This design comes from an exercise in tuning for small area, a short achievable clock period and few clock cycles per item on the open sky130 flow, not from production work.
Power is estimated from default activity; no workload was simulated.

==> module ethernet_ipv4_header_classifier, before the edit <==
module ethernet_ipv4_header_classifier (
  input  logic         clk,
  input  logic         rst_n,
  input  logic         in_tvalid,
  output logic         in_tready,
  input  logic [7:0]   in_tdata,
  input  logic         in_tlast,
  output logic         out_tvalid,
  input  logic         out_tready,
  output logic [127:0] out_tdata
);
  logic [16:0] lc_r;         
  logic        lo_r;         
  logic [4:0]  c5_r;         
  logic [1:0]  et_r;         
  logic        a4_r;         
  logic [1:0]  pr_r;         
  logic [3:0]  doff_r;
  logic [6:0]  q_r;          
  logic        pk_r;         
  logic        p13_r;        
  logic [31:0] src_r, dst_r;
  logic [7:0]  ttl_r;
  logic [15:0] sport_r, dport_r;
  logic        acc_o, dec_o, aok_o, pok_o;
  logic [2:0]  cls_o;
  logic        ov_r, skv_r, itr_r;
  logic [2:0]  sk_cls;       
  logic [7:0] d;
  logic fire, mid, last13, res_now, ev, out_free, to_out, sk_move;
  assign d        = in_tdata;
  assign fire     = in_tvalid && itr_r;
  assign mid      = fire && !in_tlast;
  assign last13   = fire && in_tlast && p13;
  assign res_now  = fire && in_tlast && !p13;
  assign ev       = res_now || p13_r;
  assign out_free = !ov_r || out_tready;
  assign to_out   = ev && out_free;
  assign sk_move  = skv_r && out_tready;
  logic [5:0] cnt;
  logic       clo;
  logic p12, p13, p14, p22, p23, psrc, pdst, pge14;
  assign cnt   = ov_r ? {1'b0, c5_r} : lc_r[5:0];
  assign clo   = ov_r || lo_r;
  assign p12   = clo && cnt == 6'd13;
  assign p13   = clo && cnt == 6'd14;
  assign p14   = clo && cnt == 6'd15;
  assign p22   = clo && cnt == 6'd23;
  assign p23   = clo && cnt == 6'd24;
  assign psrc  = clo && cnt >= 6'd27 && cnt <= 6'd30;
  assign pdst  = clo && cnt >= 6'd31 && cnt <= 6'd34;
  assign pge14 = !clo || cnt >= 6'd15;
  logic t1, t2, t3, t4, t13;
  assign t1  = q_r == 7'd1;
  assign t2  = q_r == 7'd2;
  assign t3  = q_r == 7'd3;
  assign t4  = q_r == 7'd4;
  assign t13 = q_r == 7'd13;
  logic ge, e4, ea, e6, r_aok, r_acc, r_dec;
  logic [2:0] r_cls;
  assign e4    = et_r == 2'b01;
  assign ea    = et_r == 2'b10;
  assign e6    = et_r == 2'b11;
  assign ge    = pge14 || p13_r;
  assign r_aok = a4_r && !q_r[6];
  assign r_cls[2] = ge && !e4 || r_aok && pr_r == 2'b00;
  assign r_cls[1] = ge && !e4 && !ea || r_aok && pr_r[1];
  assign r_cls[0] = ge && !e4 && !e6 || r_aok && pr_r[0];
  assign r_acc = ge && !e4 || r_aok;
  assign r_dec = ge && ea || r_aok;
  logic [6:0] q1;
  logic pk_nxt;
  assign q1 = (q_r == 7'd63) ? q_r : q_r + 7'd1;
  assign pk_nxt = a4_r && !q1[6] &&
                  (pr_r == 2'b01 && doff_r >= 4'd5 && q1[5:0] >= {doff_r, 2'b00} ||
                   pr_r == 2'b10 && q1[5:3] != 3'd0);
  always_ff @(posedge clk) begin
    if (!rst_n) begin
      a4_r <= 1'b0;
      q_r  <= 7'h40;
      pk_r <= 1'b0;
    end else if (fire) begin
      pk_r <= !in_tlast && pk_nxt;
      if (in_tlast) begin
        a4_r <= 1'b0;
        q_r  <= 7'h40;
      end else if (p14 && d[3:0] >= 4'd5) begin
        a4_r <= e4 && d[7:4] == 4'd4;
        q_r  <= 7'd2 - {1'b0, d[3:0], 2'b00};
      end else if (q_r != 7'd63) begin
        q_r <= q_r + 7'd1;
      end
    end
  end
  always_ff @(posedge clk) begin
    if (!rst_n) begin
      lc_r <= 17'd1;
      lo_r <= 1'b1;
      c5_r <= 5'd1;
    end else begin
      if (!ov_r) begin
        if (mid) begin
          if (!lc_r[16]) lc_r <= lc_r + 17'd1;
          if (lc_r[5:0] == 6'd63) lo_r <= 1'b0;
        end
      end else if (out_tready) begin
        lc_r <= {12'd0, c5_r + {4'd0, mid}};
        lo_r <= 1'b1;
      end
      if (ov_r && !out_tready) begin
        if (mid) c5_r <= c5_r + 5'd1;
      end else begin
        c5_r <= 5'd1;
      end
    end
  end
  always_ff @(posedge clk) begin
    if (fire) begin
      if (p12) et_r <= {d == 8'h86, d == 8'h08};
      if (p13) et_r <= (e4 && d == 8'h00) ? 2'b01 :
                       (e4 && d == 8'h06) ? 2'b10 :
                       (ea && d == 8'hDD) ? 2'b11 : 2'b00;
      if (p23) pr_r <= (d == 8'd6)  ? 2'b01 :
                       (d == 8'd17) ? 2'b10 :
                       (d == 8'd1)  ? 2'b11 : 2'b00;
      if (t13) doff_r <= d[7:4];
    end
  end
  always_ff @(posedge clk) begin
    if (sk_move || (to_out && !r_aok)) begin
      src_r <= '0;
      dst_r <= '0;
      ttl_r <= '0;
    end else if (fire) begin
      if (p22)  ttl_r <= d;
      if (psrc) src_r <= {src_r[23:0], d};
      if (pdst) dst_r <= {dst_r[23:0], d};
    end
    if (sk_move || (to_out && !pk_r)) begin
      sport_r <= '0;
      dport_r <= '0;
    end else if (fire) begin
      if (t1) sport_r[15:8] <= d;
      if (t2) sport_r[7:0]  <= d;
      if (t3) dport_r[15:8] <= d;
      if (t4) dport_r[7:0]  <= d;
    end
  end
  always_ff @(posedge clk) begin
    if (sk_move) begin
      cls_o <= sk_cls;
      acc_o <= sk_cls[2];
      dec_o <= sk_cls[2] && !sk_cls[1];
      aok_o <= 1'b0;
      pok_o <= 1'b0;
    end else if (to_out) begin
      cls_o <= r_cls;
      acc_o <= r_acc;
      dec_o <= r_dec;
      aok_o <= r_aok;
      pok_o <= pk_r;
    end
    if (ev && !out_free) sk_cls <= r_cls;
  end
  logic ov_nxt, skv_nxt, blk_nxt;
  assign ov_nxt  = ov_r && !out_tready || skv_r || ev;
  assign skv_nxt = skv_r ? !out_tready : ev && ov_r && !out_tready;
  assign blk_nxt = ov_r && !out_tready && (mid ? c5_r >= 5'd22 : c5_r >= 5'd23);
  always_ff @(posedge clk) begin
    if (!rst_n) begin
      ov_r  <= 1'b0;
      skv_r <= 1'b0;
      itr_r <= 1'b1;
      p13_r <= 1'b0;
    end else begin
      ov_r  <= ov_nxt;
      skv_r <= skv_nxt;
      itr_r <= !skv_nxt && !blk_nxt && !last13;
      p13_r <= last13;
    end
  end
  assign in_tready  = itr_r;
  assign out_tvalid = ov_r;
  assign out_tdata  = {lc_r, dport_r, sport_r, pok_o, ttl_r, dst_r, src_r,
                       aok_o, dec_o, cls_o, acc_o};
endmodule
export LEC_CHECK = 0
export CAP_MARGIN = 20
export CORE_MARGIN = 2
export CORE_UTILIZATION = 40
export SETUP_SLACK_MARGIN = 3.15
export SLEW_MARGIN = 20
create_clock -name core_clock -period 5.5 [get_ports {clk}]
standard.sh (not shown) runs the stock make flow with config.mk's settings and CLKGATE_MAP_FILE= SYNTH_SCRIPT=/design/flow/synth_recipe.tcl, a recipe that flattens the netlist after the stock synthesis.
==> flow/flow/run.sh <==
#!/bin/bash
# Standard synthesis, then the standard layout with plain buffers on the ports and
# without the delay cells as buffers.
set -uo pipefail
bash standard.sh synth > synth.log 2>&1 || exit 1
export BUFFER_PORTS_ARGS="-buffer_cell sky130_fd_sc_hd__buf_2"
export DONT_USE_CELLS="sky130_fd_sc_hd__clkdlybuf4s15_1 sky130_fd_sc_hd__clkdlybuf4s15_2 sky130_fd_sc_hd__clkdlybuf4s18_1 sky130_fd_sc_hd__clkdlybuf4s18_2 sky130_fd_sc_hd__clkdlybuf4s25_1 sky130_fd_sc_hd__clkdlybuf4s25_2 sky130_fd_sc_hd__clkdlybuf4s50_1 sky130_fd_sc_hd__clkdlybuf4s50_2 sky130_fd_sc_hd__dlygate4sd1_1 sky130_fd_sc_hd__dlygate4sd2_1 sky130_fd_sc_hd__dlygate4sd3_1 sky130_fd_sc_hd__dlymetal6s2s_1 sky130_fd_sc_hd__dlymetal6s4s_1 sky130_fd_sc_hd__dlymetal6s6s_1"
bash standard.sh > layout.log 2>&1
Rerun with:
--- a/flow/design.v
+++ b/flow/design.v
@@ -11,6 +11,5 @@
 );
   logic [16:0] lc_r;         
-  logic        lo_r;         
-  logic [4:0]  c5_r;         
+  logic [5:0]  sp_r;         
   logic [1:0]  et_r;         
   logic        a4_r;         
@@ -38,17 +37,13 @@
   assign to_out   = ev && out_free;
   assign sk_move  = skv_r && out_tready;
-  logic [5:0] cnt;
-  logic       clo;
   logic p12, p13, p14, p22, p23, psrc, pdst, pge14;
-  assign cnt   = ov_r ? {1'b0, c5_r} : lc_r[5:0];
-  assign clo   = ov_r || lo_r;
-  assign p12   = clo && cnt == 6'd13;
-  assign p13   = clo && cnt == 6'd14;
-  assign p14   = clo && cnt == 6'd15;
-  assign p22   = clo && cnt == 6'd23;
-  assign p23   = clo && cnt == 6'd24;
-  assign psrc  = clo && cnt >= 6'd27 && cnt <= 6'd30;
-  assign pdst  = clo && cnt >= 6'd31 && cnt <= 6'd34;
-  assign pge14 = !clo || cnt >= 6'd15;
+  assign p12   = sp_r == 6'd12;
+  assign p13   = sp_r == 6'd13;
+  assign p14   = sp_r == 6'd14;
+  assign p22   = sp_r == 6'd22;
+  assign p23   = sp_r == 6'd23;
+  assign psrc  = sp_r >= 6'd26 && sp_r <= 6'd29;
+  assign pdst  = sp_r >= 6'd30 && sp_r <= 6'd33;
+  assign pge14 = sp_r >= 6'd14;
   logic t1, t2, t3, t4, t13;
   assign t1  = q_r == 7'd1;
@@ -96,20 +91,15 @@
     if (!rst_n) begin
       lc_r <= 17'd1;
-      lo_r <= 1'b1;
-      c5_r <= 5'd1;
+      sp_r <= 6'd0;
     end else begin
       if (!ov_r) begin
-        if (mid) begin
-          if (!lc_r[16]) lc_r <= lc_r + 17'd1;
-          if (lc_r[5:0] == 6'd63) lo_r <= 1'b0;
-        end
+        if (mid && !lc_r[16]) lc_r <= lc_r + 17'd1;
       end else if (out_tready) begin
-        lc_r <= {12'd0, c5_r + {4'd0, mid}};
-        lo_r <= 1'b1;
+        lc_r <= {11'd0, sp_r + {5'd0, mid} + 6'd1};
       end
-      if (ov_r && !out_tready) begin
-        if (mid) c5_r <= c5_r + 5'd1;
-      end else begin
-        c5_r <= 5'd1;
+      if (sk_move || to_out) begin
+        sp_r <= 6'd0;
+      end else if (mid && sp_r != 6'd63) begin
+        sp_r <= sp_r + 6'd1;
       end
     end
@@ -166,5 +156,5 @@
   assign ov_nxt  = ov_r && !out_tready || skv_r || ev;
   assign skv_nxt = skv_r ? !out_tready : ev && ov_r && !out_tready;
-  assign blk_nxt = ov_r && !out_tready && (mid ? c5_r >= 5'd22 : c5_r >= 5'd23);
+  assign blk_nxt = ov_r && !out_tready && (mid ? sp_r >= 6'd21 : sp_r >= 6'd22);
   always_ff @(posedge clk) begin
     if (!rst_n) begin
Outcome: The new run finished with timing, DRC and antenna clean; via count falls by roughly a tenth; synthesized area falls by a few percent; power falls slightly; count of clock-buffer cells in the layout falls by 1; final cell count falls by a few percent; hold slack loses 40 ps; cell area falls by a little under a tenth; combinational power falls by a quarter to a third.
No run of this note included a check of the RTL's function; only the layout flow was run.

static timing again, ports no longer ideal:
How much do the figures lean on ideal ports? The routed layouts below were timed once more, with nothing changed but the port constraints. Step 1 (the two cells are an assumption about what drives the block):
set clk [get_ports {clk}]
set_driving_cell -lib_cell sky130_fd_sc_hd__clkbuf_16 $clk
set_driving_cell -lib_cell sky130_fd_sc_hd__buf_2 [delete_from_list [all_inputs] $clk]
Step 2 moves the port delays by t, midway between the first and last clock arrival at a register: inputs arrive t later, outputs are due t later. That takes back most of the time a late clock gives input paths. Slacks: ideal ports / drivers / drivers and shift; pairs: ideal ports / drivers.
run | shift t [ns] | slack for setup (ns) | hold WS [ns] | clock arrival spread, ns | worst data-port slew with drivers (ns)
the first run | 0.470 | 3.152 / 3.152 / 2.700 | 0.490 / 0.490 / 0.490 | 0.011 / 0.011 | 0.05
the second run | 0.478 | 3.160 / 3.160 / 2.761 | 0.449 / 0.449 / 0.449 | 0.021 / 0.021 | 0.04
After both steps setup and hold are still met in every run listed. The setup slack of the first run, which loses most, moves by 0.000 ns with the drivers and by -0.452 ns with both steps.
